This design comes from an exercise in tuning for small area, a short achievable clock period and few clock cycles per item on the open sky130 flow, not from production work.
Only simulation tests tie the RTL to the original design; equivalence was not proved.
Power is estimated from default activity; no workload was simulated.

## flow/run.sh

```bash
#!/bin/bash
# synth_recipe.tcl (not shown) runs the flow's synth.tcl, then flattens the netlist and writes it again
# the make line also repeats each setting of config.mk as NAME=value (left out here)
make -C /OpenROAD-flow-scripts/flow DESIGN_CONFIG=/design/flow/config.mk WORK_HOME=/design/flow/orfs CLKGATE_MAP_FILE= SYNTH_SCRIPT=/design/flow/synth_recipe.tcl finish
```

## flow/config.mk

```make
export PLATFORM = sky130hd
export DESIGN_NAME = execTop
export DESIGN_NICKNAME = execTop
export VERILOG_FILES = /design/flow/design.v
export SDC_FILE = /design/flow/constraint.sdc
export NUM_CORES = 4
export LEC_CHECK = 0
export ABC_AREA = 1
export CAP_MARGIN = 20
export CORE_MARGIN = 2
export CORE_UTILIZATION = 40
export SETUP_SLACK_MARGIN = 3.0
export SLEW_MARGIN = 20
```

## flow/constraint.sdc

```tcl
create_clock -name core_clock -period 6.0 [get_ports {clk}]
set_input_delay 1.2000 -clock core_clock [delete_from_list [all_inputs] [get_ports {clk}]]
set_output_delay 1.2000 -clock core_clock [all_outputs]
set_load 0.01 [all_outputs]
```

## flow/design.v

```verilog
`default_nettype none
package execPkg;
	localparam int dataWidth = 32;
	localparam int shiftWidth = 5;  
	localparam int mulDigits = 4;
	localparam int mulBits = 2 * mulDigits;
	typedef logic [dataWidth-1:0] word_t;
	typedef enum logic [2:0] {
		opAdd = 3'd0,
		opSub = 3'd1,
		opAnd = 3'd2,
		opOr = 3'd3,
		opSll = 3'd4,
		opSra = 3'd5,
		opMul = 3'd6  
	} aluOp_t;
endpackage
`default_nettype wire
`default_nettype none
module aluUnit (
	input execPkg::word_t opA,
	input execPkg::word_t opB,
	input logic [2:0] op,
	output execPkg::word_t aluSum,  
	output execPkg::word_t aluCarry,  
	output logic aluCin,  
	output logic aluNeq,
	output logic aluLt
);
	localparam int W = execPkg::dataWidth;
	logic [execPkg::shiftWidth-1:0] shAmt;
	logic shLeft;
	execPkg::word_t shIn;
	execPkg::word_t shOut;
	logic shFill;
	execPkg::word_t shStage [execPkg::shiftWidth+1];
	execPkg::word_t shRev;
	execPkg::word_t axb;
	assign shAmt = opB[execPkg::shiftWidth-1:0];  
	assign shLeft = !op[0];
	always_comb begin
		for (int i = 0; i < W; i++) begin
			shIn[i] = shLeft ? opA[W-1-i] : opA[i];
		end
	end
	assign shFill = !shLeft && opA[W-1];
	assign shStage[0] = shIn;
	for (genvar i = 0; i < execPkg::shiftWidth; i++) begin : gShift
		assign shStage[i+1] = shAmt[i]
			? {{(2**i){shFill}}, shStage[i][W-1:2**i]}
			: shStage[i];
	end
	assign shOut = shStage[execPkg::shiftWidth];
	always_comb begin
		for (int i = 0; i < W; i++) begin
			shRev[i] = shLeft ? shOut[W-1-i] : shOut[i];
		end
	end
	assign axb = opA ^ opB;
	always_comb begin
		aluCarry = '0;
		aluCin = 1'b0;
		case (op)
			execPkg::opAdd: begin
				aluSum = opA;
				aluCarry = opB;
			end
			execPkg::opSub: begin
				aluSum = opA;  
				aluCarry = ~opB;
				aluCin = 1'b1;
			end
			execPkg::opAnd: aluSum = opA & opB;
			execPkg::opOr: aluSum = opA | opB;
			execPkg::opSll: aluSum = shRev;
			execPkg::opSra: aluSum = shRev;
			default: aluSum = '0;  
		endcase
	end
	assign aluNeq = |axb;
	assign aluLt = (opA[W-1] != opB[W-1]) ? opA[W-1] : (opA[W-2:0] < opB[W-2:0]);
endmodule
module addPrefix (
	input logic [31:0] a,
	input logic [31:0] b,
	input logic cin,
	output logic [31:0] sum
);
	logic [31:0] p;
	logic [31:0] g;
	assign p = a ^ b;
	assign g = a & b;
	logic g0c;
	assign g0c = g[0] | (p[0] & cin);
	logic G0_1;
	assign G0_1 = g[1] | (p[1] & g0c);
	logic G0_3;
	assign G0_3 = g[3] | (p[3] & g[2]);
	logic P0_3;
	assign P0_3 = p[3] & p[2];
	logic G0_5;
	assign G0_5 = g[5] | (p[5] & g[4]);
	logic P0_5;
	assign P0_5 = p[5] & p[4];
	logic G0_7;
	assign G0_7 = g[7] | (p[7] & g[6]);
	logic P0_7;
	assign P0_7 = p[7] & p[6];
	logic G0_9;
	assign G0_9 = g[9] | (p[9] & g[8]);
	logic P0_9;
	assign P0_9 = p[9] & p[8];
	logic G0_11;
	assign G0_11 = g[11] | (p[11] & g[10]);
	logic P0_11;
	assign P0_11 = p[11] & p[10];
	logic G0_13;
	assign G0_13 = g[13] | (p[13] & g[12]);
	logic P0_13;
	assign P0_13 = p[13] & p[12];
	logic G0_15;
	assign G0_15 = g[15] | (p[15] & g[14]);
	logic P0_15;
	assign P0_15 = p[15] & p[14];
	logic G0_17;
	assign G0_17 = g[17] | (p[17] & g[16]);
	logic P0_17;
	assign P0_17 = p[17] & p[16];
	logic G0_19;
	assign G0_19 = g[19] | (p[19] & g[18]);
	logic P0_19;
	assign P0_19 = p[19] & p[18];
	logic G0_21;
	assign G0_21 = g[21] | (p[21] & g[20]);
	logic P0_21;
	assign P0_21 = p[21] & p[20];
	logic G0_23;
	assign G0_23 = g[23] | (p[23] & g[22]);
	logic P0_23;
	assign P0_23 = p[23] & p[22];
	logic G0_25;
	assign G0_25 = g[25] | (p[25] & g[24]);
	logic P0_25;
	assign P0_25 = p[25] & p[24];
	logic G0_27;
	assign G0_27 = g[27] | (p[27] & g[26]);
	logic P0_27;
	assign P0_27 = p[27] & p[26];
	logic G0_29;
	assign G0_29 = g[29] | (p[29] & g[28]);
	logic P0_29;
	assign P0_29 = p[29] & p[28];
	logic G0_31;
	assign G0_31 = g[31] | (p[31] & g[30]);
	logic P0_31;
	assign P0_31 = p[31] & p[30];
	logic G1_2;
	assign G1_2 = g[2] | (p[2] & G0_1);
	logic G1_3;
	assign G1_3 = G0_3 | (P0_3 & G0_1);
	logic G1_6;
	assign G1_6 = g[6] | (p[6] & G0_5);
	logic P1_6;
	assign P1_6 = p[6] & P0_5;
	logic G1_7;
	assign G1_7 = G0_7 | (P0_7 & G0_5);
	logic P1_7;
	assign P1_7 = P0_7 & P0_5;
	logic G1_10;
	assign G1_10 = g[10] | (p[10] & G0_9);
	logic P1_10;
	assign P1_10 = p[10] & P0_9;
	logic G1_11;
	assign G1_11 = G0_11 | (P0_11 & G0_9);
	logic P1_11;
	assign P1_11 = P0_11 & P0_9;
	logic G1_14;
	assign G1_14 = g[14] | (p[14] & G0_13);
	logic P1_14;
	assign P1_14 = p[14] & P0_13;
	logic G1_15;
	assign G1_15 = G0_15 | (P0_15 & G0_13);
	logic P1_15;
	assign P1_15 = P0_15 & P0_13;
	logic G1_18;
	assign G1_18 = g[18] | (p[18] & G0_17);
	logic P1_18;
	assign P1_18 = p[18] & P0_17;
	logic G1_19;
	assign G1_19 = G0_19 | (P0_19 & G0_17);
	logic P1_19;
	assign P1_19 = P0_19 & P0_17;
	logic G1_22;
	assign G1_22 = g[22] | (p[22] & G0_21);
	logic P1_22;
	assign P1_22 = p[22] & P0_21;
	logic G1_23;
	assign G1_23 = G0_23 | (P0_23 & G0_21);
	logic P1_23;
	assign P1_23 = P0_23 & P0_21;
	logic G1_26;
	assign G1_26 = g[26] | (p[26] & G0_25);
	logic P1_26;
	assign P1_26 = p[26] & P0_25;
	logic G1_27;
	assign G1_27 = G0_27 | (P0_27 & G0_25);
	logic P1_27;
	assign P1_27 = P0_27 & P0_25;
	logic G1_30;
	assign G1_30 = g[30] | (p[30] & G0_29);
	logic P1_30;
	assign P1_30 = p[30] & P0_29;
	logic G1_31;
	assign G1_31 = G0_31 | (P0_31 & G0_29);
	logic P1_31;
	assign P1_31 = P0_31 & P0_29;
	logic G2_4;
	assign G2_4 = g[4] | (p[4] & G1_3);
	logic G2_5;
	assign G2_5 = G0_5 | (P0_5 & G1_3);
	logic G2_6;
	assign G2_6 = G1_6 | (P1_6 & G1_3);
	logic G2_7;
	assign G2_7 = G1_7 | (P1_7 & G1_3);
	logic G2_12;
	assign G2_12 = g[12] | (p[12] & G1_11);
	logic P2_12;
	assign P2_12 = p[12] & P1_11;
	logic G2_13;
	assign G2_13 = G0_13 | (P0_13 & G1_11);
	logic P2_13;
	assign P2_13 = P0_13 & P1_11;
	logic G2_14;
	assign G2_14 = G1_14 | (P1_14 & G1_11);
	logic P2_14;
	assign P2_14 = P1_14 & P1_11;
	logic G2_15;
	assign G2_15 = G1_15 | (P1_15 & G1_11);
	logic P2_15;
	assign P2_15 = P1_15 & P1_11;
	logic G2_20;
	assign G2_20 = g[20] | (p[20] & G1_19);
	logic P2_20;
	assign P2_20 = p[20] & P1_19;
	logic G2_21;
	assign G2_21 = G0_21 | (P0_21 & G1_19);
	logic P2_21;
	assign P2_21 = P0_21 & P1_19;
	logic G2_22;
	assign G2_22 = G1_22 | (P1_22 & G1_19);
	logic P2_22;
	assign P2_22 = P1_22 & P1_19;
	logic G2_23;
	assign G2_23 = G1_23 | (P1_23 & G1_19);
	logic P2_23;
	assign P2_23 = P1_23 & P1_19;
	logic G2_28;
	assign G2_28 = g[28] | (p[28] & G1_27);
	logic P2_28;
	assign P2_28 = p[28] & P1_27;
	logic G2_29;
	assign G2_29 = G0_29 | (P0_29 & G1_27);
	logic P2_29;
	assign P2_29 = P0_29 & P1_27;
	logic G2_30;
	assign G2_30 = G1_30 | (P1_30 & G1_27);
	logic P2_30;
	assign P2_30 = P1_30 & P1_27;
	logic G2_31;
	assign G2_31 = G1_31 | (P1_31 & G1_27);
	logic P2_31;
	assign P2_31 = P1_31 & P1_27;
	logic G3_8;
	assign G3_8 = g[8] | (p[8] & G2_7);
	logic G3_9;
	assign G3_9 = G0_9 | (P0_9 & G2_7);
	logic G3_10;
	assign G3_10 = G1_10 | (P1_10 & G2_7);
	logic G3_11;
	assign G3_11 = G1_11 | (P1_11 & G2_7);
	logic G3_12;
	assign G3_12 = G2_12 | (P2_12 & G2_7);
	logic G3_13;
	assign G3_13 = G2_13 | (P2_13 & G2_7);
	logic G3_14;
	assign G3_14 = G2_14 | (P2_14 & G2_7);
	logic G3_15;
	assign G3_15 = G2_15 | (P2_15 & G2_7);
	logic G3_24;
	assign G3_24 = g[24] | (p[24] & G2_23);
	logic P3_24;
	assign P3_24 = p[24] & P2_23;
	logic G3_25;
	assign G3_25 = G0_25 | (P0_25 & G2_23);
	logic P3_25;
	assign P3_25 = P0_25 & P2_23;
	logic G3_26;
	assign G3_26 = G1_26 | (P1_26 & G2_23);
	logic P3_26;
	assign P3_26 = P1_26 & P2_23;
	logic G3_27;
	assign G3_27 = G1_27 | (P1_27 & G2_23);
	logic P3_27;
	assign P3_27 = P1_27 & P2_23;
	logic G3_28;
	assign G3_28 = G2_28 | (P2_28 & G2_23);
	logic P3_28;
	assign P3_28 = P2_28 & P2_23;
	logic G3_29;
	assign G3_29 = G2_29 | (P2_29 & G2_23);
	logic P3_29;
	assign P3_29 = P2_29 & P2_23;
	logic G3_30;
	assign G3_30 = G2_30 | (P2_30 & G2_23);
	logic P3_30;
	assign P3_30 = P2_30 & P2_23;
	logic G3_31;
	assign G3_31 = G2_31 | (P2_31 & G2_23);
	logic P3_31;
	assign P3_31 = P2_31 & P2_23;
	logic G4_16;
	assign G4_16 = g[16] | (p[16] & G3_15);
	logic G4_17;
	assign G4_17 = G0_17 | (P0_17 & G3_15);
	logic G4_18;
	assign G4_18 = G1_18 | (P1_18 & G3_15);
	logic G4_19;
	assign G4_19 = G1_19 | (P1_19 & G3_15);
	logic G4_20;
	assign G4_20 = G2_20 | (P2_20 & G3_15);
	logic G4_21;
	assign G4_21 = G2_21 | (P2_21 & G3_15);
	logic G4_22;
	assign G4_22 = G2_22 | (P2_22 & G3_15);
	logic G4_23;
	assign G4_23 = G2_23 | (P2_23 & G3_15);
	logic G4_24;
	assign G4_24 = G3_24 | (P3_24 & G3_15);
	logic G4_25;
	assign G4_25 = G3_25 | (P3_25 & G3_15);
	logic G4_26;
	assign G4_26 = G3_26 | (P3_26 & G3_15);
	logic G4_27;
	assign G4_27 = G3_27 | (P3_27 & G3_15);
	logic G4_28;
	assign G4_28 = G3_28 | (P3_28 & G3_15);
	logic G4_29;
	assign G4_29 = G3_29 | (P3_29 & G3_15);
	logic G4_30;
	assign G4_30 = G3_30 | (P3_30 & G3_15);
	logic G4_31;
	assign G4_31 = G3_31 | (P3_31 & G3_15);
	logic [31:0] c;
	assign c = {G4_30, G4_29, G4_28, G4_27, G4_26, G4_25, G4_24, G4_23, G4_22, G4_21, G4_20, G4_19, G4_18, G4_17, G4_16, G3_15, G3_14, G3_13, G3_12, G3_11, G3_10, G3_9, G3_8, G2_7, G2_6, G2_5, G2_4, G1_3, G1_2, G0_1, g0c, cin};
	assign sum = p ^ c;
endmodule
`default_nettype wire
`default_nettype none
module mulUnit (
	input execPkg::word_t mcand,  
	input logic [execPkg::mulDigits-1:0] digOne,  
	input logic [execPkg::mulDigits-1:0] digTwo,
	input logic [execPkg::mulDigits-1:0] digNeg,
	input execPkg::word_t accSum,  
	input execPkg::word_t accCarry,
	output execPkg::word_t nextSum,
	output execPkg::word_t nextCarry
);
	boothStep tree (
		.mc(mcand),
		.one(digOne),
		.two(digTwo),
		.neg(digNeg),
		.s(accSum),
		.c(accCarry),
		.os(nextSum),
		.oc(nextCarry)
	);
endmodule
module boothStep (
	input logic [31:0] mc,  
	input logic [3:0] one,  
	input logic [3:0] two,  
	input logic [3:0] neg,  
	input logic [31:0] s,
	input logic [31:0] c,
	output logic [31:0] os,
	output logic [31:0] oc
);
	logic one0, two0, neg0;
	logic [31:0] pp0;
	logic one1, two1, neg1;
	logic [31:2] pp1;
	logic one2, two2, neg2;
	logic [31:4] pp2;
	logic one3, two3, neg3;
	logic [31:6] pp3;
	logic fs1;
	logic fc2;
	logic fs3;
	logic fc4;
	logic fs5;
	logic fc6;
	logic fs7;
	logic fc8;
	logic fs9;
	logic fc10;
	logic fs11;
	logic fc12;
	logic fs13;
	logic fc14;
	logic fs15;
	logic fc16;
	logic fs17;
	logic fc18;
	logic fs19;
	logic fc20;
	logic fs21;
	logic fc22;
	logic fs23;
	logic fc24;
	logic fs25;
	logic fc26;
	logic fs27;
	logic fc28;
	logic fs29;
	logic fc30;
	logic fs31;
	logic fc32;
	logic fs33;
	logic fc34;
	logic fs35;
	logic fc36;
	logic fs37;
	logic fc38;
	logic fs39;
	logic fc40;
	logic fs41;
	logic fc42;
	logic fs43;
	logic fc44;
	logic fs45;
	logic fc46;
	logic fs47;
	logic fc48;
	logic fs49;
	logic fc50;
	logic fs51;
	logic fc52;
	logic fs53;
	logic fc54;
	logic fs55;
	logic fc56;
	logic fs57;
	logic fc58;
	logic fs59;
	logic fc60;
	logic fs61;
	logic fc62;
	logic fs63;
	logic fc64;
	logic fs65;
	logic fc66;
	logic fs67;
	logic fc68;
	logic fs69;
	logic fc70;
	logic fs71;
	logic fc72;
	logic fs73;
	logic fc74;
	logic fs75;
	logic fc76;
	logic fs77;
	logic fc78;
	logic fs79;
	logic fc80;
	logic fs81;
	logic fc82;
	logic fs83;
	logic fc84;
	logic fs85;
	logic fc86;
	logic fs87;
	logic fc88;
	logic fs89;
	logic fc90;
	logic fs91;
	logic fc92;
	logic fs93;
	logic fc94;
	logic fs95;
	logic fc96;
	logic fs97;
	logic fc98;
	logic fs99;
	logic fc100;
	logic fs101;
	logic fc102;
	logic fs103;
	logic fc104;
	logic fs105;
	logic fc106;
	logic fs107;
	logic fc108;
	logic fs109;
	logic fc110;
	logic fs111;
	logic fc112;
	logic fs113;
	logic fc114;
	logic fs115;
	logic fc116;
	logic fs117;
	logic fc118;
	logic fs119;
	logic fc120;
	logic fs121;
	logic fc122;
	logic fs123;
	logic fc124;
	logic fs125;
	logic fc126;
	logic fs127;
	logic fc128;
	logic fs129;
	logic fc130;
	logic fs131;
	logic fc132;
	logic fs133;
	logic fc134;
	logic fs135;
	logic fc136;
	logic fs137;
	logic fc138;
	logic fs139;
	logic fc140;
	logic fs141;
	logic fc142;
	logic fs143;
	logic fc144;
	logic fs145;
	logic fc146;
	logic fs147;
	logic fc148;
	logic fs149;
	logic fc150;
	logic fs151;
	logic fc152;
	logic fs153;
	logic fc154;
	logic fs155;
	logic fc156;
	logic fs157;
	logic fc158;
	logic fs159;
	logic fc160;
	logic fs161;
	logic fc162;
	logic fs163;
	logic fc164;
	logic fs165;
	logic fc166;
	logic fs167;
	logic fc168;
	logic fs169;
	logic fc170;
	logic fs171;
	logic fc172;
	logic fs173;
	logic fc174;
	logic fs175;
	logic fc176;
	logic fs177;
	logic fc178;
	logic fs179;
	logic fc180;
	logic fs181;
	logic fc182;
	logic fs183;
	logic fc184;
	logic fs185;
	logic fc186;
	logic fs187;
	logic fc188;
	logic fs189;
	logic fc190;
	logic fs191;
	logic fc192;
	logic fs193;
	logic fc194;
	logic fs195;
	logic fc196;
	logic fs197;
	logic fc198;
	logic fs199;
	logic fc200;
	logic fs201;
	logic fc202;
	logic fs203;
	logic fc204;
	logic fs205;
	logic fc206;
	logic fs207;
	logic fc208;
	logic fs209;
	logic fc210;
	logic fs211;
	logic fc212;
	logic fs213;
	logic fc214;
	logic fs215;
	logic fc216;
	logic fs217;
	logic fc218;
	logic fs219;
	logic fc220;
	logic fs221;
	logic fc222;
	logic fs223;
	logic fc224;
	logic fs225;
	logic fs226;
	logic fs227;
	logic fs228;
	assign one0 = one[0];
	assign two0 = two[0];
	assign neg0 = neg[0];
	assign pp0[0] = (one0 & mc[0]) ^ neg0;
	assign pp0[1] = ((one0 & mc[1]) | (two0 & mc[0])) ^ neg0;
	assign pp0[2] = ((one0 & mc[2]) | (two0 & mc[1])) ^ neg0;
	assign pp0[3] = ((one0 & mc[3]) | (two0 & mc[2])) ^ neg0;
	assign pp0[4] = ((one0 & mc[4]) | (two0 & mc[3])) ^ neg0;
	assign pp0[5] = ((one0 & mc[5]) | (two0 & mc[4])) ^ neg0;
	assign pp0[6] = ((one0 & mc[6]) | (two0 & mc[5])) ^ neg0;
	assign pp0[7] = ((one0 & mc[7]) | (two0 & mc[6])) ^ neg0;
	assign pp0[8] = ((one0 & mc[8]) | (two0 & mc[7])) ^ neg0;
	assign pp0[9] = ((one0 & mc[9]) | (two0 & mc[8])) ^ neg0;
	assign pp0[10] = ((one0 & mc[10]) | (two0 & mc[9])) ^ neg0;
	assign pp0[11] = ((one0 & mc[11]) | (two0 & mc[10])) ^ neg0;
	assign pp0[12] = ((one0 & mc[12]) | (two0 & mc[11])) ^ neg0;
	assign pp0[13] = ((one0 & mc[13]) | (two0 & mc[12])) ^ neg0;
	assign pp0[14] = ((one0 & mc[14]) | (two0 & mc[13])) ^ neg0;
	assign pp0[15] = ((one0 & mc[15]) | (two0 & mc[14])) ^ neg0;
	assign pp0[16] = ((one0 & mc[16]) | (two0 & mc[15])) ^ neg0;
	assign pp0[17] = ((one0 & mc[17]) | (two0 & mc[16])) ^ neg0;
	assign pp0[18] = ((one0 & mc[18]) | (two0 & mc[17])) ^ neg0;
	assign pp0[19] = ((one0 & mc[19]) | (two0 & mc[18])) ^ neg0;
	assign pp0[20] = ((one0 & mc[20]) | (two0 & mc[19])) ^ neg0;
	assign pp0[21] = ((one0 & mc[21]) | (two0 & mc[20])) ^ neg0;
	assign pp0[22] = ((one0 & mc[22]) | (two0 & mc[21])) ^ neg0;
	assign pp0[23] = ((one0 & mc[23]) | (two0 & mc[22])) ^ neg0;
	assign pp0[24] = ((one0 & mc[24]) | (two0 & mc[23])) ^ neg0;
	assign pp0[25] = ((one0 & mc[25]) | (two0 & mc[24])) ^ neg0;
	assign pp0[26] = ((one0 & mc[26]) | (two0 & mc[25])) ^ neg0;
	assign pp0[27] = ((one0 & mc[27]) | (two0 & mc[26])) ^ neg0;
	assign pp0[28] = ((one0 & mc[28]) | (two0 & mc[27])) ^ neg0;
	assign pp0[29] = ((one0 & mc[29]) | (two0 & mc[28])) ^ neg0;
	assign pp0[30] = ((one0 & mc[30]) | (two0 & mc[29])) ^ neg0;
	assign pp0[31] = ((one0 & mc[31]) | (two0 & mc[30])) ^ neg0;
	assign one1 = one[1];
	assign two1 = two[1];
	assign neg1 = neg[1];
	assign pp1[2] = (one1 & mc[0]) ^ neg1;
	assign pp1[3] = ((one1 & mc[1]) | (two1 & mc[0])) ^ neg1;
	assign pp1[4] = ((one1 & mc[2]) | (two1 & mc[1])) ^ neg1;
	assign pp1[5] = ((one1 & mc[3]) | (two1 & mc[2])) ^ neg1;
	assign pp1[6] = ((one1 & mc[4]) | (two1 & mc[3])) ^ neg1;
	assign pp1[7] = ((one1 & mc[5]) | (two1 & mc[4])) ^ neg1;
	assign pp1[8] = ((one1 & mc[6]) | (two1 & mc[5])) ^ neg1;
	assign pp1[9] = ((one1 & mc[7]) | (two1 & mc[6])) ^ neg1;
	assign pp1[10] = ((one1 & mc[8]) | (two1 & mc[7])) ^ neg1;
	assign pp1[11] = ((one1 & mc[9]) | (two1 & mc[8])) ^ neg1;
	assign pp1[12] = ((one1 & mc[10]) | (two1 & mc[9])) ^ neg1;
	assign pp1[13] = ((one1 & mc[11]) | (two1 & mc[10])) ^ neg1;
	assign pp1[14] = ((one1 & mc[12]) | (two1 & mc[11])) ^ neg1;
	assign pp1[15] = ((one1 & mc[13]) | (two1 & mc[12])) ^ neg1;
	assign pp1[16] = ((one1 & mc[14]) | (two1 & mc[13])) ^ neg1;
	assign pp1[17] = ((one1 & mc[15]) | (two1 & mc[14])) ^ neg1;
	assign pp1[18] = ((one1 & mc[16]) | (two1 & mc[15])) ^ neg1;
	assign pp1[19] = ((one1 & mc[17]) | (two1 & mc[16])) ^ neg1;
	assign pp1[20] = ((one1 & mc[18]) | (two1 & mc[17])) ^ neg1;
	assign pp1[21] = ((one1 & mc[19]) | (two1 & mc[18])) ^ neg1;
	assign pp1[22] = ((one1 & mc[20]) | (two1 & mc[19])) ^ neg1;
	assign pp1[23] = ((one1 & mc[21]) | (two1 & mc[20])) ^ neg1;
	assign pp1[24] = ((one1 & mc[22]) | (two1 & mc[21])) ^ neg1;
	assign pp1[25] = ((one1 & mc[23]) | (two1 & mc[22])) ^ neg1;
	assign pp1[26] = ((one1 & mc[24]) | (two1 & mc[23])) ^ neg1;
	assign pp1[27] = ((one1 & mc[25]) | (two1 & mc[24])) ^ neg1;
	assign pp1[28] = ((one1 & mc[26]) | (two1 & mc[25])) ^ neg1;
	assign pp1[29] = ((one1 & mc[27]) | (two1 & mc[26])) ^ neg1;
	assign pp1[30] = ((one1 & mc[28]) | (two1 & mc[27])) ^ neg1;
	assign pp1[31] = ((one1 & mc[29]) | (two1 & mc[28])) ^ neg1;
	assign one2 = one[2];
	assign two2 = two[2];
	assign neg2 = neg[2];
	assign pp2[4] = (one2 & mc[0]) ^ neg2;
	assign pp2[5] = ((one2 & mc[1]) | (two2 & mc[0])) ^ neg2;
	assign pp2[6] = ((one2 & mc[2]) | (two2 & mc[1])) ^ neg2;
	assign pp2[7] = ((one2 & mc[3]) | (two2 & mc[2])) ^ neg2;
	assign pp2[8] = ((one2 & mc[4]) | (two2 & mc[3])) ^ neg2;
	assign pp2[9] = ((one2 & mc[5]) | (two2 & mc[4])) ^ neg2;
	assign pp2[10] = ((one2 & mc[6]) | (two2 & mc[5])) ^ neg2;
	assign pp2[11] = ((one2 & mc[7]) | (two2 & mc[6])) ^ neg2;
	assign pp2[12] = ((one2 & mc[8]) | (two2 & mc[7])) ^ neg2;
	assign pp2[13] = ((one2 & mc[9]) | (two2 & mc[8])) ^ neg2;
	assign pp2[14] = ((one2 & mc[10]) | (two2 & mc[9])) ^ neg2;
	assign pp2[15] = ((one2 & mc[11]) | (two2 & mc[10])) ^ neg2;
	assign pp2[16] = ((one2 & mc[12]) | (two2 & mc[11])) ^ neg2;
	assign pp2[17] = ((one2 & mc[13]) | (two2 & mc[12])) ^ neg2;
	assign pp2[18] = ((one2 & mc[14]) | (two2 & mc[13])) ^ neg2;
	assign pp2[19] = ((one2 & mc[15]) | (two2 & mc[14])) ^ neg2;
	assign pp2[20] = ((one2 & mc[16]) | (two2 & mc[15])) ^ neg2;
	assign pp2[21] = ((one2 & mc[17]) | (two2 & mc[16])) ^ neg2;
	assign pp2[22] = ((one2 & mc[18]) | (two2 & mc[17])) ^ neg2;
	assign pp2[23] = ((one2 & mc[19]) | (two2 & mc[18])) ^ neg2;
	assign pp2[24] = ((one2 & mc[20]) | (two2 & mc[19])) ^ neg2;
	assign pp2[25] = ((one2 & mc[21]) | (two2 & mc[20])) ^ neg2;
	assign pp2[26] = ((one2 & mc[22]) | (two2 & mc[21])) ^ neg2;
	assign pp2[27] = ((one2 & mc[23]) | (two2 & mc[22])) ^ neg2;
	assign pp2[28] = ((one2 & mc[24]) | (two2 & mc[23])) ^ neg2;
	assign pp2[29] = ((one2 & mc[25]) | (two2 & mc[24])) ^ neg2;
	assign pp2[30] = ((one2 & mc[26]) | (two2 & mc[25])) ^ neg2;
	assign pp2[31] = ((one2 & mc[27]) | (two2 & mc[26])) ^ neg2;
	assign one3 = one[3];
	assign two3 = two[3];
	assign neg3 = neg[3];
	assign pp3[6] = (one3 & mc[0]) ^ neg3;
	assign pp3[7] = ((one3 & mc[1]) | (two3 & mc[0])) ^ neg3;
	assign pp3[8] = ((one3 & mc[2]) | (two3 & mc[1])) ^ neg3;
	assign pp3[9] = ((one3 & mc[3]) | (two3 & mc[2])) ^ neg3;
	assign pp3[10] = ((one3 & mc[4]) | (two3 & mc[3])) ^ neg3;
	assign pp3[11] = ((one3 & mc[5]) | (two3 & mc[4])) ^ neg3;
	assign pp3[12] = ((one3 & mc[6]) | (two3 & mc[5])) ^ neg3;
	assign pp3[13] = ((one3 & mc[7]) | (two3 & mc[6])) ^ neg3;
	assign pp3[14] = ((one3 & mc[8]) | (two3 & mc[7])) ^ neg3;
	assign pp3[15] = ((one3 & mc[9]) | (two3 & mc[8])) ^ neg3;
	assign pp3[16] = ((one3 & mc[10]) | (two3 & mc[9])) ^ neg3;
	assign pp3[17] = ((one3 & mc[11]) | (two3 & mc[10])) ^ neg3;
	assign pp3[18] = ((one3 & mc[12]) | (two3 & mc[11])) ^ neg3;
	assign pp3[19] = ((one3 & mc[13]) | (two3 & mc[12])) ^ neg3;
	assign pp3[20] = ((one3 & mc[14]) | (two3 & mc[13])) ^ neg3;
	assign pp3[21] = ((one3 & mc[15]) | (two3 & mc[14])) ^ neg3;
	assign pp3[22] = ((one3 & mc[16]) | (two3 & mc[15])) ^ neg3;
	assign pp3[23] = ((one3 & mc[17]) | (two3 & mc[16])) ^ neg3;
	assign pp3[24] = ((one3 & mc[18]) | (two3 & mc[17])) ^ neg3;
	assign pp3[25] = ((one3 & mc[19]) | (two3 & mc[18])) ^ neg3;
	assign pp3[26] = ((one3 & mc[20]) | (two3 & mc[19])) ^ neg3;
	assign pp3[27] = ((one3 & mc[21]) | (two3 & mc[20])) ^ neg3;
	assign pp3[28] = ((one3 & mc[22]) | (two3 & mc[21])) ^ neg3;
	assign pp3[29] = ((one3 & mc[23]) | (two3 & mc[22])) ^ neg3;
	assign pp3[30] = ((one3 & mc[24]) | (two3 & mc[23])) ^ neg3;
	assign pp3[31] = ((one3 & mc[25]) | (two3 & mc[24])) ^ neg3;
	assign fs1 = neg0 ^ s[0] ^ c[0];
	assign fc2 = (neg0 & s[0]) | (neg0 & c[0]) | (s[0] & c[0]);
	assign fs3 = s[1] ^ c[1] ^ fc2;
	assign fc4 = (s[1] & c[1]) | (s[1] & fc2) | (c[1] & fc2);
	assign fs5 = neg1 ^ s[2] ^ c[2];
	assign fc6 = (neg1 & s[2]) | (neg1 & c[2]) | (s[2] & c[2]);
	assign fs7 = pp0[2] ^ pp1[2] ^ fs5;
	assign fc8 = (pp0[2] & pp1[2]) | (pp0[2] & fs5) | (pp1[2] & fs5);
	assign fs9 = s[3] ^ c[3] ^ fc6;
	assign fc10 = (s[3] & c[3]) | (s[3] & fc6) | (c[3] & fc6);
	assign fs11 = pp0[3] ^ pp1[3] ^ fc8;
	assign fc12 = (pp0[3] & pp1[3]) | (pp0[3] & fc8) | (pp1[3] & fc8);
	assign fs13 = neg2 ^ s[4] ^ c[4];
	assign fc14 = (neg2 & s[4]) | (neg2 & c[4]) | (s[4] & c[4]);
	assign fs15 = pp0[4] ^ pp1[4] ^ pp2[4];
	assign fc16 = (pp0[4] & pp1[4]) | (pp0[4] & pp2[4]) | (pp1[4] & pp2[4]);
	assign fs17 = fs13 ^ fc10 ^ fs15;
	assign fc18 = (fs13 & fc10) | (fs13 & fs15) | (fc10 & fs15);
	assign fs19 = s[5] ^ c[5] ^ fc14;
	assign fc20 = (s[5] & c[5]) | (s[5] & fc14) | (c[5] & fc14);
	assign fs21 = pp0[5] ^ pp1[5] ^ pp2[5];
	assign fc22 = (pp0[5] & pp1[5]) | (pp0[5] & pp2[5]) | (pp1[5] & pp2[5]);
	assign fs23 = fc16 ^ fs19 ^ fs21;
	assign fc24 = (fc16 & fs19) | (fc16 & fs21) | (fs19 & fs21);
	assign fs25 = neg3 ^ s[6] ^ c[6];
	assign fc26 = (neg3 & s[6]) | (neg3 & c[6]) | (s[6] & c[6]);
	assign fs27 = pp0[6] ^ pp1[6] ^ pp2[6];
	assign fc28 = (pp0[6] & pp1[6]) | (pp0[6] & pp2[6]) | (pp1[6] & pp2[6]);
	assign fs29 = pp3[6] ^ fs25 ^ fc20;
	assign fc30 = (pp3[6] & fs25) | (pp3[6] & fc20) | (fs25 & fc20);
	assign fs31 = fc22 ^ fs27 ^ fs29;
	assign fc32 = (fc22 & fs27) | (fc22 & fs29) | (fs27 & fs29);
	assign fs33 = s[7] ^ c[7] ^ fc26;
	assign fc34 = (s[7] & c[7]) | (s[7] & fc26) | (c[7] & fc26);
	assign fs35 = pp0[7] ^ pp1[7] ^ pp2[7];
	assign fc36 = (pp0[7] & pp1[7]) | (pp0[7] & pp2[7]) | (pp1[7] & pp2[7]);
	assign fs37 = pp3[7] ^ fc28 ^ fs33;
	assign fc38 = (pp3[7] & fc28) | (pp3[7] & fs33) | (fc28 & fs33);
	assign fs39 = fs35 ^ fc30 ^ fs37;
	assign fc40 = (fs35 & fc30) | (fs35 & fs37) | (fc30 & fs37);
	assign fs41 = s[8] ^ c[8] ^ pp0[8];
	assign fc42 = (s[8] & c[8]) | (s[8] & pp0[8]) | (c[8] & pp0[8]);
	assign fs43 = pp1[8] ^ pp2[8] ^ pp3[8];
	assign fc44 = (pp1[8] & pp2[8]) | (pp1[8] & pp3[8]) | (pp2[8] & pp3[8]);
	assign fs45 = fc34 ^ fc36 ^ fs41;
	assign fc46 = (fc34 & fc36) | (fc34 & fs41) | (fc36 & fs41);
	assign fs47 = fs43 ^ fc38 ^ fs45;
	assign fc48 = (fs43 & fc38) | (fs43 & fs45) | (fc38 & fs45);
	assign fs49 = s[9] ^ c[9] ^ pp0[9];
	assign fc50 = (s[9] & c[9]) | (s[9] & pp0[9]) | (c[9] & pp0[9]);
	assign fs51 = pp1[9] ^ pp2[9] ^ pp3[9];
	assign fc52 = (pp1[9] & pp2[9]) | (pp1[9] & pp3[9]) | (pp2[9] & pp3[9]);
	assign fs53 = fc42 ^ fc44 ^ fs49;
	assign fc54 = (fc42 & fc44) | (fc42 & fs49) | (fc44 & fs49);
	assign fs55 = fs51 ^ fc46 ^ fs53;
	assign fc56 = (fs51 & fc46) | (fs51 & fs53) | (fc46 & fs53);
	assign fs57 = s[10] ^ c[10] ^ pp0[10];
	assign fc58 = (s[10] & c[10]) | (s[10] & pp0[10]) | (c[10] & pp0[10]);
	assign fs59 = pp1[10] ^ pp2[10] ^ pp3[10];
	assign fc60 = (pp1[10] & pp2[10]) | (pp1[10] & pp3[10]) | (pp2[10] & pp3[10]);
	assign fs61 = fc50 ^ fc52 ^ fs57;
	assign fc62 = (fc50 & fc52) | (fc50 & fs57) | (fc52 & fs57);
	assign fs63 = fs59 ^ fc54 ^ fs61;
	assign fc64 = (fs59 & fc54) | (fs59 & fs61) | (fc54 & fs61);
	assign fs65 = s[11] ^ c[11] ^ pp0[11];
	assign fc66 = (s[11] & c[11]) | (s[11] & pp0[11]) | (c[11] & pp0[11]);
	assign fs67 = pp1[11] ^ pp2[11] ^ pp3[11];
	assign fc68 = (pp1[11] & pp2[11]) | (pp1[11] & pp3[11]) | (pp2[11] & pp3[11]);
	assign fs69 = fc58 ^ fc60 ^ fs65;
	assign fc70 = (fc58 & fc60) | (fc58 & fs65) | (fc60 & fs65);
	assign fs71 = fs67 ^ fc62 ^ fs69;
	assign fc72 = (fs67 & fc62) | (fs67 & fs69) | (fc62 & fs69);
	assign fs73 = s[12] ^ c[12] ^ pp0[12];
	assign fc74 = (s[12] & c[12]) | (s[12] & pp0[12]) | (c[12] & pp0[12]);
	assign fs75 = pp1[12] ^ pp2[12] ^ pp3[12];
	assign fc76 = (pp1[12] & pp2[12]) | (pp1[12] & pp3[12]) | (pp2[12] & pp3[12]);
	assign fs77 = fc66 ^ fc68 ^ fs73;
	assign fc78 = (fc66 & fc68) | (fc66 & fs73) | (fc68 & fs73);
	assign fs79 = fs75 ^ fc70 ^ fs77;
	assign fc80 = (fs75 & fc70) | (fs75 & fs77) | (fc70 & fs77);
	assign fs81 = s[13] ^ c[13] ^ pp0[13];
	assign fc82 = (s[13] & c[13]) | (s[13] & pp0[13]) | (c[13] & pp0[13]);
	assign fs83 = pp1[13] ^ pp2[13] ^ pp3[13];
	assign fc84 = (pp1[13] & pp2[13]) | (pp1[13] & pp3[13]) | (pp2[13] & pp3[13]);
	assign fs85 = fc74 ^ fc76 ^ fs81;
	assign fc86 = (fc74 & fc76) | (fc74 & fs81) | (fc76 & fs81);
	assign fs87 = fs83 ^ fc78 ^ fs85;
	assign fc88 = (fs83 & fc78) | (fs83 & fs85) | (fc78 & fs85);
	assign fs89 = s[14] ^ c[14] ^ pp0[14];
	assign fc90 = (s[14] & c[14]) | (s[14] & pp0[14]) | (c[14] & pp0[14]);
	assign fs91 = pp1[14] ^ pp2[14] ^ pp3[14];
	assign fc92 = (pp1[14] & pp2[14]) | (pp1[14] & pp3[14]) | (pp2[14] & pp3[14]);
	assign fs93 = fc82 ^ fc84 ^ fs89;
	assign fc94 = (fc82 & fc84) | (fc82 & fs89) | (fc84 & fs89);
	assign fs95 = fs91 ^ fc86 ^ fs93;
	assign fc96 = (fs91 & fc86) | (fs91 & fs93) | (fc86 & fs93);
	assign fs97 = s[15] ^ c[15] ^ pp0[15];
	assign fc98 = (s[15] & c[15]) | (s[15] & pp0[15]) | (c[15] & pp0[15]);
	assign fs99 = pp1[15] ^ pp2[15] ^ pp3[15];
	assign fc100 = (pp1[15] & pp2[15]) | (pp1[15] & pp3[15]) | (pp2[15] & pp3[15]);
	assign fs101 = fc90 ^ fc92 ^ fs97;
	assign fc102 = (fc90 & fc92) | (fc90 & fs97) | (fc92 & fs97);
	assign fs103 = fs99 ^ fc94 ^ fs101;
	assign fc104 = (fs99 & fc94) | (fs99 & fs101) | (fc94 & fs101);
	assign fs105 = s[16] ^ c[16] ^ pp0[16];
	assign fc106 = (s[16] & c[16]) | (s[16] & pp0[16]) | (c[16] & pp0[16]);
	assign fs107 = pp1[16] ^ pp2[16] ^ pp3[16];
	assign fc108 = (pp1[16] & pp2[16]) | (pp1[16] & pp3[16]) | (pp2[16] & pp3[16]);
	assign fs109 = fc98 ^ fc100 ^ fs105;
	assign fc110 = (fc98 & fc100) | (fc98 & fs105) | (fc100 & fs105);
	assign fs111 = fs107 ^ fc102 ^ fs109;
	assign fc112 = (fs107 & fc102) | (fs107 & fs109) | (fc102 & fs109);
	assign fs113 = s[17] ^ c[17] ^ pp0[17];
	assign fc114 = (s[17] & c[17]) | (s[17] & pp0[17]) | (c[17] & pp0[17]);
	assign fs115 = pp1[17] ^ pp2[17] ^ pp3[17];
	assign fc116 = (pp1[17] & pp2[17]) | (pp1[17] & pp3[17]) | (pp2[17] & pp3[17]);
	assign fs117 = fc106 ^ fc108 ^ fs113;
	assign fc118 = (fc106 & fc108) | (fc106 & fs113) | (fc108 & fs113);
	assign fs119 = fs115 ^ fc110 ^ fs117;
	assign fc120 = (fs115 & fc110) | (fs115 & fs117) | (fc110 & fs117);
	assign fs121 = s[18] ^ c[18] ^ pp0[18];
	assign fc122 = (s[18] & c[18]) | (s[18] & pp0[18]) | (c[18] & pp0[18]);
	assign fs123 = pp1[18] ^ pp2[18] ^ pp3[18];
	assign fc124 = (pp1[18] & pp2[18]) | (pp1[18] & pp3[18]) | (pp2[18] & pp3[18]);
	assign fs125 = fc114 ^ fc116 ^ fs121;
	assign fc126 = (fc114 & fc116) | (fc114 & fs121) | (fc116 & fs121);
	assign fs127 = fs123 ^ fc118 ^ fs125;
	assign fc128 = (fs123 & fc118) | (fs123 & fs125) | (fc118 & fs125);
	assign fs129 = s[19] ^ c[19] ^ pp0[19];
	assign fc130 = (s[19] & c[19]) | (s[19] & pp0[19]) | (c[19] & pp0[19]);
	assign fs131 = pp1[19] ^ pp2[19] ^ pp3[19];
	assign fc132 = (pp1[19] & pp2[19]) | (pp1[19] & pp3[19]) | (pp2[19] & pp3[19]);
	assign fs133 = fc122 ^ fc124 ^ fs129;
	assign fc134 = (fc122 & fc124) | (fc122 & fs129) | (fc124 & fs129);
	assign fs135 = fs131 ^ fc126 ^ fs133;
	assign fc136 = (fs131 & fc126) | (fs131 & fs133) | (fc126 & fs133);
	assign fs137 = s[20] ^ c[20] ^ pp0[20];
	assign fc138 = (s[20] & c[20]) | (s[20] & pp0[20]) | (c[20] & pp0[20]);
	assign fs139 = pp1[20] ^ pp2[20] ^ pp3[20];
	assign fc140 = (pp1[20] & pp2[20]) | (pp1[20] & pp3[20]) | (pp2[20] & pp3[20]);
	assign fs141 = fc130 ^ fc132 ^ fs137;
	assign fc142 = (fc130 & fc132) | (fc130 & fs137) | (fc132 & fs137);
	assign fs143 = fs139 ^ fc134 ^ fs141;
	assign fc144 = (fs139 & fc134) | (fs139 & fs141) | (fc134 & fs141);
	assign fs145 = s[21] ^ c[21] ^ pp0[21];
	assign fc146 = (s[21] & c[21]) | (s[21] & pp0[21]) | (c[21] & pp0[21]);
	assign fs147 = pp1[21] ^ pp2[21] ^ pp3[21];
	assign fc148 = (pp1[21] & pp2[21]) | (pp1[21] & pp3[21]) | (pp2[21] & pp3[21]);
	assign fs149 = fc138 ^ fc140 ^ fs145;
	assign fc150 = (fc138 & fc140) | (fc138 & fs145) | (fc140 & fs145);
	assign fs151 = fs147 ^ fc142 ^ fs149;
	assign fc152 = (fs147 & fc142) | (fs147 & fs149) | (fc142 & fs149);
	assign fs153 = s[22] ^ c[22] ^ pp0[22];
	assign fc154 = (s[22] & c[22]) | (s[22] & pp0[22]) | (c[22] & pp0[22]);
	assign fs155 = pp1[22] ^ pp2[22] ^ pp3[22];
	assign fc156 = (pp1[22] & pp2[22]) | (pp1[22] & pp3[22]) | (pp2[22] & pp3[22]);
	assign fs157 = fc146 ^ fc148 ^ fs153;
	assign fc158 = (fc146 & fc148) | (fc146 & fs153) | (fc148 & fs153);
	assign fs159 = fs155 ^ fc150 ^ fs157;
	assign fc160 = (fs155 & fc150) | (fs155 & fs157) | (fc150 & fs157);
	assign fs161 = s[23] ^ c[23] ^ pp0[23];
	assign fc162 = (s[23] & c[23]) | (s[23] & pp0[23]) | (c[23] & pp0[23]);
	assign fs163 = pp1[23] ^ pp2[23] ^ pp3[23];
	assign fc164 = (pp1[23] & pp2[23]) | (pp1[23] & pp3[23]) | (pp2[23] & pp3[23]);
	assign fs165 = fc154 ^ fc156 ^ fs161;
	assign fc166 = (fc154 & fc156) | (fc154 & fs161) | (fc156 & fs161);
	assign fs167 = fs163 ^ fc158 ^ fs165;
	assign fc168 = (fs163 & fc158) | (fs163 & fs165) | (fc158 & fs165);
	assign fs169 = s[24] ^ c[24] ^ pp0[24];
	assign fc170 = (s[24] & c[24]) | (s[24] & pp0[24]) | (c[24] & pp0[24]);
	assign fs171 = pp1[24] ^ pp2[24] ^ pp3[24];
	assign fc172 = (pp1[24] & pp2[24]) | (pp1[24] & pp3[24]) | (pp2[24] & pp3[24]);
	assign fs173 = fc162 ^ fc164 ^ fs169;
	assign fc174 = (fc162 & fc164) | (fc162 & fs169) | (fc164 & fs169);
	assign fs175 = fs171 ^ fc166 ^ fs173;
	assign fc176 = (fs171 & fc166) | (fs171 & fs173) | (fc166 & fs173);
	assign fs177 = s[25] ^ c[25] ^ pp0[25];
	assign fc178 = (s[25] & c[25]) | (s[25] & pp0[25]) | (c[25] & pp0[25]);
	assign fs179 = pp1[25] ^ pp2[25] ^ pp3[25];
	assign fc180 = (pp1[25] & pp2[25]) | (pp1[25] & pp3[25]) | (pp2[25] & pp3[25]);
	assign fs181 = fc170 ^ fc172 ^ fs177;
	assign fc182 = (fc170 & fc172) | (fc170 & fs177) | (fc172 & fs177);
	assign fs183 = fs179 ^ fc174 ^ fs181;
	assign fc184 = (fs179 & fc174) | (fs179 & fs181) | (fc174 & fs181);
	assign fs185 = s[26] ^ c[26] ^ pp0[26];
	assign fc186 = (s[26] & c[26]) | (s[26] & pp0[26]) | (c[26] & pp0[26]);
	assign fs187 = pp1[26] ^ pp2[26] ^ pp3[26];
	assign fc188 = (pp1[26] & pp2[26]) | (pp1[26] & pp3[26]) | (pp2[26] & pp3[26]);
	assign fs189 = fc178 ^ fc180 ^ fs185;
	assign fc190 = (fc178 & fc180) | (fc178 & fs185) | (fc180 & fs185);
	assign fs191 = fs187 ^ fc182 ^ fs189;
	assign fc192 = (fs187 & fc182) | (fs187 & fs189) | (fc182 & fs189);
	assign fs193 = s[27] ^ c[27] ^ pp0[27];
	assign fc194 = (s[27] & c[27]) | (s[27] & pp0[27]) | (c[27] & pp0[27]);
	assign fs195 = pp1[27] ^ pp2[27] ^ pp3[27];
	assign fc196 = (pp1[27] & pp2[27]) | (pp1[27] & pp3[27]) | (pp2[27] & pp3[27]);
	assign fs197 = fc186 ^ fc188 ^ fs193;
	assign fc198 = (fc186 & fc188) | (fc186 & fs193) | (fc188 & fs193);
	assign fs199 = fs195 ^ fc190 ^ fs197;
	assign fc200 = (fs195 & fc190) | (fs195 & fs197) | (fc190 & fs197);
	assign fs201 = s[28] ^ c[28] ^ pp0[28];
	assign fc202 = (s[28] & c[28]) | (s[28] & pp0[28]) | (c[28] & pp0[28]);
	assign fs203 = pp1[28] ^ pp2[28] ^ pp3[28];
	assign fc204 = (pp1[28] & pp2[28]) | (pp1[28] & pp3[28]) | (pp2[28] & pp3[28]);
	assign fs205 = fc194 ^ fc196 ^ fs201;
	assign fc206 = (fc194 & fc196) | (fc194 & fs201) | (fc196 & fs201);
	assign fs207 = fs203 ^ fc198 ^ fs205;
	assign fc208 = (fs203 & fc198) | (fs203 & fs205) | (fc198 & fs205);
	assign fs209 = s[29] ^ c[29] ^ pp0[29];
	assign fc210 = (s[29] & c[29]) | (s[29] & pp0[29]) | (c[29] & pp0[29]);
	assign fs211 = pp1[29] ^ pp2[29] ^ pp3[29];
	assign fc212 = (pp1[29] & pp2[29]) | (pp1[29] & pp3[29]) | (pp2[29] & pp3[29]);
	assign fs213 = fc202 ^ fc204 ^ fs209;
	assign fc214 = (fc202 & fc204) | (fc202 & fs209) | (fc204 & fs209);
	assign fs215 = fs211 ^ fc206 ^ fs213;
	assign fc216 = (fs211 & fc206) | (fs211 & fs213) | (fc206 & fs213);
	assign fs217 = s[30] ^ c[30] ^ pp0[30];
	assign fc218 = (s[30] & c[30]) | (s[30] & pp0[30]) | (c[30] & pp0[30]);
	assign fs219 = pp1[30] ^ pp2[30] ^ pp3[30];
	assign fc220 = (pp1[30] & pp2[30]) | (pp1[30] & pp3[30]) | (pp2[30] & pp3[30]);
	assign fs221 = fc210 ^ fc212 ^ fs217;
	assign fc222 = (fc210 & fc212) | (fc210 & fs217) | (fc212 & fs217);
	assign fs223 = fs219 ^ fc214 ^ fs221;
	assign fc224 = (fs219 & fc214) | (fs219 & fs221) | (fc214 & fs221);
	assign fs225 = s[31] ^ c[31] ^ pp0[31];
	assign fs226 = pp1[31] ^ pp2[31] ^ pp3[31];
	assign fs227 = fc218 ^ fc220 ^ fs225;
	assign fs228 = fs226 ^ fc222 ^ fs227;
	assign os = {fc224, fc216, fc208, fc200, fc192, fc184, fc176, fc168, fc160, fc152, fc144, fc136, fc128, fc120, fc112, fc104, fc96, fc88, fc80, fc72, fc64, fc56, fc48, fc40, fc32, fc24, fc18, fc12, fs9, fc4, pp0[1], pp0[0]};
	assign oc = {fs228, fs223, fs215, fs207, fs199, fs191, fs183, fs175, fs167, fs159, fs151, fs143, fs135, fs127, fs119, fs111, fs103, fs95, fs87, fs79, fs71, fs63, fs55, fs47, fs39, fs31, fs23, fs17, fs11, fs7, fs3, fs1};
endmodule
`default_nettype wire
`default_nettype none
module execControl (
	input logic clk,
	input logic rst,
	input logic start,
	input logic [2:0] op,
	input execPkg::word_t opA,
	input execPkg::word_t opB,
	output execPkg::word_t latA,
	output execPkg::word_t latB,
	output logic [2:0] latOp,
	output logic [execPkg::mulDigits-1:0] digOne,  
	output logic [execPkg::mulDigits-1:0] digTwo,
	output logic [execPkg::mulDigits-1:0] digNeg,
	input execPkg::word_t aluSum,
	input execPkg::word_t aluCarry,
	input logic aluCin,
	input logic aluNeq,
	input logic aluLt,
	input execPkg::word_t nextSum,
	input execPkg::word_t nextCarry,
	output execPkg::word_t accSum,
	output execPkg::word_t accCarry,
	output logic firstStep,
	output execPkg::word_t result,
	output logic neq,
	output logic lt,
	output logic done,
	output logic busy
);
	localparam int W = execPkg::dataWidth;
	localparam int NB = execPkg::mulBits;
	localparam int D = execPkg::mulDigits;
	logic accept;
	logic valid;  
	logic last;  
	logic nextLast;
	logic stepping;  
	logic shift;  
	logic shiftQ;
	logic mulAccept;
	logic nextStepping;
	logic rowsDone;  
	logic accCin;
	logic rowNeq;  
	logic rowLt;
	execPkg::word_t sum;
	logic [NB:0] digBits;  
	logic [D-1:0] nextOne;
	logic [D-1:0] nextTwo;
	logic [D-1:0] nextNeg;
	assign shift = shiftQ;
	assign busy = shiftQ;
	assign accept = start && !busy && (op != 3'd7);  
	assign mulAccept = accept && (op == execPkg::opMul);
	assign nextStepping = mulAccept || shift;
	always_ff @(posedge clk) begin
		if (rst) begin
			valid <= 1'b0;
			firstStep <= 1'b0;
			stepping <= 1'b0;
			shiftQ <= 1'b0;
			rowsDone <= 1'b0;
			done <= 1'b0;
		end else begin
			valid <= accept;
			firstStep <= mulAccept;
			stepping <= nextStepping;
			shiftQ <= nextStepping && !nextLast;
			rowsDone <= (valid && !firstStep) || (stepping && last);
			done <= rowsDone;
		end
	end
	always_ff @(posedge clk) begin
		if (shift) begin
			latA <= latA << NB;
			latB <= {{NB{latB[W-1]}}, latB[W-1:NB]};  
		end else begin
			latA <= opA;
			latB <= opB;
			latOp <= op;
		end
	end
	assign digBits = shift ? latB[2*NB-1:NB-1] : {opB[NB-1:0], 1'b0};
	assign nextLast = shift ? (latB[W-1:2*NB-1] == {(W-2*NB+1){latB[W-1]}})
		: (opB[W-1:NB-1] == {(W-NB+1){opB[W-1]}});
	always_comb begin
		for (int j = 0; j < D; j++) begin
			nextOne[j] = digBits[2*j+1] ^ digBits[2*j];
			nextTwo[j] = (digBits[2*j+2] && !digBits[2*j+1] && !digBits[2*j])
				|| (!digBits[2*j+2] && digBits[2*j+1] && digBits[2*j]);
			nextNeg[j] = digBits[2*j+2];
		end
	end
	always_ff @(posedge clk) begin
		digOne <= nextOne;
		digTwo <= nextTwo;
		digNeg <= nextNeg;
		last <= nextLast;
	end
	always_ff @(posedge clk) begin
		if (stepping) begin
			accSum <= nextSum;
			accCarry <= nextCarry;
			accCin <= 1'b0;
		end else begin
			accSum <= aluSum;
			accCarry <= aluCarry;
			accCin <= aluCin;
		end
		if (valid) begin
			rowNeq <= aluNeq;
			rowLt <= aluLt;
		end
		result <= sum;
		neq <= rowNeq;
		lt <= rowLt;
	end
	addPrefix adder (
		.a(accSum),
		.b(accCarry),
		.cin(accCin),
		.sum(sum)
	);
endmodule
`default_nettype wire
`default_nettype none
module execTop (
	input logic clk,
	input logic rst,
	input logic start,
	input logic [2:0] op,  
	input logic [31:0] opA,
	input logic [31:0] opB,
	output logic [31:0] result,
	output logic neq,
	output logic lt,
	output logic done,
	output logic busy
);
	execPkg::word_t latA;
	execPkg::word_t latB;
	logic [2:0] latOp;
	logic [execPkg::mulDigits-1:0] digOne;
	logic [execPkg::mulDigits-1:0] digTwo;
	logic [execPkg::mulDigits-1:0] digNeg;
	execPkg::word_t aluSum;
	execPkg::word_t aluCarry;
	logic aluCin;
	logic aluNeq;
	logic aluLt;
	execPkg::word_t nextSum;
	execPkg::word_t nextCarry;
	execPkg::word_t accSum;
	execPkg::word_t accCarry;
	logic firstStep;
	execControl control (
		.clk(clk),
		.rst(rst),
		.start(start),
		.op(op),
		.opA(opA),
		.opB(opB),
		.latA(latA),
		.latB(latB),
		.latOp(latOp),
		.digOne(digOne),
		.digTwo(digTwo),
		.digNeg(digNeg),
		.aluSum(aluSum),
		.aluCarry(aluCarry),
		.aluCin(aluCin),
		.aluNeq(aluNeq),
		.aluLt(aluLt),
		.nextSum(nextSum),
		.nextCarry(nextCarry),
		.accSum(accSum),
		.accCarry(accCarry),
		.firstStep(firstStep),
		.result(result),
		.neq(neq),
		.lt(lt),
		.done(done),
		.busy(busy)
	);
	aluUnit alu (
		.opA(latA),
		.opB(latB),
		.op(latOp),
		.aluSum(aluSum),
		.aluCarry(aluCarry),
		.aluCin(aluCin),
		.aluNeq(aluNeq),
		.aluLt(aluLt)
	);
	mulUnit mul (
		.mcand(latA),
		.digOne(digOne),
		.digTwo(digTwo),
		.digNeg(digNeg),
		.accSum(firstStep ? '0 : accSum),
		.accCarry(firstStep ? '0 : accCarry),
		.nextSum(nextSum),
		.nextCarry(nextCarry)
	);
endmodule
`default_nettype wire
```

==> out/results.ini, run 1 <==
[grt]
grt_first_pass_wirelength_um=101000
grt_overflow_total=0
track_usage_pct=31.0
grt_pass1_vias=16100
grt_max_degree=92
antenna_found_initial=1

[hold_path]
worst_hold_path.endpoint=control.neq
hold_path_class=register to register
hp-start=control.rowNeq
whs_path_depth=0

[synth]
synth-edff-count=6
synth_area_um2=16900
ys.flop_type=dfxtp_1
async_reset_ff_share_pct=0
ys_seq_area_share_pct=22.0
synth_area_leaders=dfxtp_1 21%, fa_1 14%, nand2_1 9.8%
ys_seq_elements=183
synth_cells=2270
yosysTopAreaCell=dfxtp_1
yosys.area.top_type_share_pct=21.0
ys_types=54
postSynthAreaPerCell_um2=7.44
synth_nets=2582
yosysWarnings=3

[final_layout]
area_growth_pct=15.1
layout_commonest_cell=nand2_1
drive_gt1_share_pct=8.84
nets=2643
fin_area_um2=19400
nFillCells=4226
antenna_cells=0
final_cell_mix=436 x nand2_1, 280 x nand3_1, 197 x inv_1

[timing]
hold_violations=0
tightest_slew_ps=1010
slew_viol_final=0
fin_crit_ps=2950
setup_tns_ps=0
finClkSkew_ps=20.6
rsz0062_at_grt=yes
whs_ps=351
finalSetupViolCount=0
period_share_pct=49.2
max_freq_ghz=0.339
max_slew_margin_pct=32.9

[routing]
wl_met3_um=6220
wl_um=67700
vias=16700
top_layer=met5
routedWlPerCell_um=23.5
vias_per_cell=5.81
drc=0
drt_iter0_drc=1847
drtAntennaViolNets=0
drt_first_pass_iters=6
wl_met2_um=30200
wl_met1_um=27700

[worst_setup_path]
crit_chain=inv_1 > o22ai_1 > xor2_1 > fa_1 > fa_1 > fa_1 > o22a_1
cp_slowest_cell=dfxtp_1
r2r_end=control.accCarry[28]
cp_common_cell=fa_1
critical_path.top_delay_family=adder cells
slowest_delay_ps=540
cp.arrival_ps=3360
reg2regPathDepth=7
cp.required_ps=6400
cp-start-kind=register
r2r_setup_slack_ps=3050
end_kind=register
worstSetupPathType=register to register
rr_startpoint=control.latA[28]
worstPathMaxFanout=6
path_buf_inv=1

[outcome]
outcome=timing/DRC/antenna clean

[clock_tree]
clk_pin_slew_ps=80
cts_tree=built
cts_max_level=4
insertion_delay_ps=510
cts_buffer_depth=2
cts_made_buffers=17
cts_sinks=183
cts_root_buf=clkbuf_16
cts_hold_buffers=0

[die]
ios=106
core.rowCount=75
coreArea_um2=41900
initial_utilization_pct=40.4
design.die.area_um2=43900
die_h_um=210
die_w_um=210

[power_and_ir_drop]
power.density_nw_per_um2=291
peakVddDrop_uv=241
p_leak_nw=9.08

[place]
port-buffer-count=105
dp_hpwl_um=48500
place.gp.congestion=1.02
place_area_um2=18200

[job]
drv_cap=0

==> synthesized netlist by cell type, types with 2 or more instances <==
cell and n:
xor2_1 133, o41ai_1 5, a21boi_1 7, or2_2 5, nand3_2 4, clkinv_1 17
inv_1 214, xnor2_1 10, a31oi_1 2, ha_1 124, a221oi_1 10, xor2_2 2
nor3_1 9, o21ai_1 12, nand4_1 13, buf_6 6, o211ai_1 2, inv_2 5
fa_1 118, o21ai_0 97, nor2_1 144, a22oi_1 3, buf_4 3, nand2_2 14
dfxtp_1 177, buf_2 37, o22ai_1 133, clkbuf_1 77, edfxtp_1 6, nand3_1 281
o22a_1 29, nand2_1 439, a21o_1 3, buf_1 16, nand3b_2 2, a21oi_1 78
nor4_1 12, o21ai_2 3, o21bai_1 3
==> through the flow <==
step                cells  utilization (%)  worst slack (ps)  power (mW)
floorplan            2270                -              3030        3.45
global placement     2799             43.4              2530        4.30
detailed placement   2799             43.4              2410        4.39
CTS                  2857             45.7              2960        5.63
global route         2880             46.5              2990        6.05
finish               2880             46.5              3050        5.65
==> logic make-up (layout without fill, tap and decap cells) <==
group,after synthesis,in the layout,share of synthesized area [%]
xor+xnor,145,145,7.61
flops,183,183,22.0
compound gates,395,395,14.3
simple gates,927,927,23.8
fa+ha+maj,242,242,23.2
buf+inv,378,449,9.15
==> registers in the layout (all words and copies together), names as in the netlist, 3 cells and up <==
name / cells
control.digTwo: 4
control.result: 32
control.latB: 29
control.digOne: 4
control.accSum: 32
control.accCarry: 32
control.latA: 32
control.latOp: 3
control.digNeg: 3
==> power breakdown <==
group / total [mW] / internal (mW) / leakage (nW) / switching [mW]
combinational: 2.91 / 1.22 / 7.27 / 1.69
sequential: 1.58 / 1.42 / 1.54 / 0.160
clock: 1.16 / 0.616 / 0.265 / 0.546
==> what timing repair did <==
item | CTS | global route
resized for setup | 49 | 41
setup buffers | 27 | 22
setup endpoints to repair | 57 | 54
cloned | 2 | 1
pin swaps | 1 | 1
hold endpoints to repair | 0 | 0
==> routing by layer <==
| metal | vias up | GRT usage (%) |
|---|---|---|
| li1 | 7633 | - |
| met1 | 8011 | 41.2 |
| met2 | 910 | 48.2 |
| met3 | 184 | 6.25 |
| met4 | 4 | 15.2 |
| met5 | - | 1.11 |
==> layout make-up <==
cell class	count	area [um2]	share of cell area (%)
Clock buffer	21	450	2.32
Tap cell	539	674	3.47
Timing Repair inverter	1	7.51	0.0386
Timing Repair Buffer	181	1780	9.18
Clock inverter	8	103	0.528
Sequential cell	183	3760	19.4
Multi-Input combinational cell	1709	11600	59.9
Inverter	238	1010	5.20
==> worst max path at each step <==
stage | start | endpoint | slack (ps) | depth (start not counted)
after floorplan | control.firstStep | control.accCarry[7] | 3030 | 9
final | control.latA[28] | control.accCarry[28] | 3050 | 7
after global placement | control.firstStep | control.accCarry[7] | 2530 | 9
after global routing | control.firstStep | control.accCarry[7] | 2990 | 10
after detailed placement | control.firstStep | control.accCarry[7] | 2410 | 9
after CTS | control.firstStep | control.accCarry[7] | 2960 | 10
Testbench counts, summed over its fixed seeds: cycles 15,655, ops 12,000.
==> run 2: changes to the inputs <==
--- a/flow/config.mk
+++ b/flow/config.mk
@@ -5,7 +5,6 @@
 export SDC_FILE = /design/flow/constraint.sdc
 export NUM_CORES = 4
 export LEC_CHECK = 0
-export ABC_AREA = 1
 export CAP_MARGIN = 20
 export CORE_MARGIN = 2
 export CORE_UTILIZATION = 40
==> run 2 against run 1 <==
Net effect:
- via count fell by 12%
- largest cell class unchanged
- critical path depth is 1 higher
- critical endpoint is now control.rowLt
- sequential power up 6%
==> out/results.ini, run 2 <==
[outcome]
outcome=timing/DRC/antenna clean

[place]
dpl_worst_slack_ps=2160
dp_hpwl_um=45700
port-buffer-count=105
place.gp.congestion=0.973

[timing]
tightest_slew_ps=991
slew_viol_final=0
max_freq_ghz=0.334
fin_ws_ps=3010
period_share_pct=49.9
hold_violations=0
max_slew_margin_pct=33.8
setup_tns_ps=0
finalSetupViolCount=0
finClkSkew_ps=18.3
rsz0062_at_grt=yes
fin_crit_ps=2990

[worst_setup_path]
cp-start-kind=register
rr_startpoint=control.latB[30]
cp.arrival_ps=3170
reg2regPathDepth=8
r2r_end=control.rowLt
r2r_setup_slack_ps=3010
worstPathMaxFanout=6
cp.required_ps=6180
worstSetupPathType=register to register
end_kind=register

[synth]
ys_types=70
async_reset_ff_share_pct=0
postSynthAreaPerCell_um2=9.38
yosysWarnings=3
ys.flop_type=dfxtp_1
synth_area_leaders=dfxtp_1 20%, fa_1 14%, ha_1 9.0%
synth_cells=1844
synth_most_common_cell=dfxtp_1
synth_area_um2=17300
ys_seq_area_share_pct=21.5
yosys.area.top_type_share_pct=20.5
ys_seq_elements=183
yosysTopAreaCell=dfxtp_1
synth_nets=2156
synthTopCellsByCount=177 x dfxtp_1, 141 x xnor2_1, 127 x inv_1
synth-edff-count=6

[die]
coreArea_um2=42900
die_w_um=212
die_h_um=212
core.rowCount=76
ios=106
design.die.area_um2=44900
initial_utilization_pct=40.4

[hold_path]
whs_path_depth=0
worst_hold_path.endpoint=control.neq
hold_path_class=register to register
hp-start=control.rowNeq

[grt]
track_usage_pct=28.4
antenna_found_initial=1
grt_overflow_total=0
grt_pass1_vias=14600
grt_max_degree=73
grt_first_pass_wirelength_um=94200

[power_and_ir_drop]
p_total_mw=6.14
peakVddDrop_uv=206
power.density_nw_per_um2=304
p_leak_nw=8.33

[final_layout]
antenna_cells=0
area_growth_pct=16.8
drive_gt1_share_pct=15.7
layout_commonest_cell=dfxtp_1
final_cell_mix=142 x dfxtp_1, 137 x xnor2_1, 124 x ha_1
nets=2205

[routing]
drtAntennaViolNets=0
drt_iter0_drc=2044
vias=14800
vias_per_cell=5.94
wl_um=63800
drt_first_pass_iters=6
drc=0
routedWlPerCell_um=25.6

[clock_tree]
cts_made_buffers=17
insertion_delay_ps=470
cts_tree=built
cts_buffer_depth=2
clk_pin_slew_ps=80
cts_max_level=4
cts_root_buf=clkbuf_16
cts_sinks=183

[job]
drv_cap=0

## run 2: cell types whose count changed in the layout (fill, tap and decap cells not counted), sizes merged, moves of 94 or more
| cell | previous run | this run |
|---|---|---|
| xnor2 | 10 | 141 |
| nand3 | 285 | 21 |
| xor2 | 135 | 41 |
| a22oi | 3 | 112 |
| nand2 | 453 | 68 |
| o22ai | 133 | 10 |
## run 2: through the flow
stage	std cells	cell area (um2)	utilization, %	hold slack, ps
6_report	2491	20200	47.1	357
5_1_grt	2491	20200	47.1	372
4_1_cts	2478	19900	46.3	359
3_5_place_dp	2426	18800	43.8	340
3_3_place_gp	2426	18800	43.8	336
2_1_floorplan	1844	17400	-	323
## run 2: worst max-delay path by stage
stage,start,to,slack (ps),cells past startpoint
3_5_place_dp,control.accSum[0],control.result[29],2160,11
4_1_cts,control.accSum[0],control.result[29],2940,11
2_1_floorplan,control.digNeg[0],control.accSum[14],3010,11
6_report,control.latB[30],control.rowLt,3010,8
3_3_place_gp,control.digNeg[0],control.accSum[30],2190,9
5_1_grt,control.accSum[0],control.result[29],2910,11
## run 2: cells by family (layout without fill, tap and decap cells)
family                     count (synthesis)  in the layout  share of synthesized area, %
buffers and inverters                    277            339                          6.39
AOI/OAI and AO/OA                        436            436                          17.2
DFF                                      183            183                          21.5
and+or+nand+nor                          357            357                          10.0
xor gates and xnor gates                 182            182                          9.21
muxes                                    167            167                          13.1
adders and majority gates                242            242                          22.6
## run 2: critical path, cell delays in order, from the launching register on
cell and delay [ps]:
dfxtp_1 610, inv_1 130, ha_1 340, nor4_1 290, nand2_1 290, nor3_2 480, o21ai_0 180, a32oi_1 210
o21ai_0 190
## run 2: area by class of cell
| class | count | area [um2] |
|---|---|---|
| clock buffers | 19 | 443 |
| clock inverters | 13 | 130 |
| fillers | 4122 | 22700 |
| inverters | 129 | 494 |
| multi-input cells | 1384 | 12700 |
| flip-flops and latches | 183 | 3820 |
| well taps | 585 | 732 |
| repair buffers | 178 | 1900 |
## run 2: per-layer routing
layer	routed length, um	GRT usage, %
met5	18	0
met4	3650	15.9
met3	5880	5.55
met2	27800	42.2
met1	26400	38.7
## run 2: where the power goes
group | switching (mW) | internal [mW]
Combinational | 1.75 | 1.55
Clock | 0.592 | 0.565
Sequential | 0.232 | 1.45
Total | 2.58 | 3.56
## run 2: timing repair
action / CTS / global route
hold buffers: 0 / 0
cloned: 1 / 2
setup buffers: 19 / 11
gates resized for setup: 84 / 64
pin swaps: 8 / 14
endpoints found under the setup margin: 74 / 34

## what the ideal ports hide
No port has a modelled driver above. Below, the same layouts with a new extraction and two added sets of constraints. Step 1 assumes that a clkbuf_16 drives the clock port and a buf_2 every other input. Step 2 times the ports against the registers' clock, not the clock port: input delays grow and output delays shrink by t, the midpoint of the rising clock arrivals with the driver on. a / b / c = ideal ports / drivers / drivers and shift; a / b = the first two.
| run | t (ns) | slack for setup (ns) | cell pins on the clock port's net |
|---|---|---|---|
| run 1 | 0.554 | 3.046 / 3.046 / 2.625 | 1 |
| run 2 | 0.520 | 3.006 / 3.000 / 2.741 | 1 |
After both steps setup and hold are still met in every run listed. The setup slack of run 1, which loses most, moves by 0.000 ns with the drivers and by -0.421 ns with both steps.
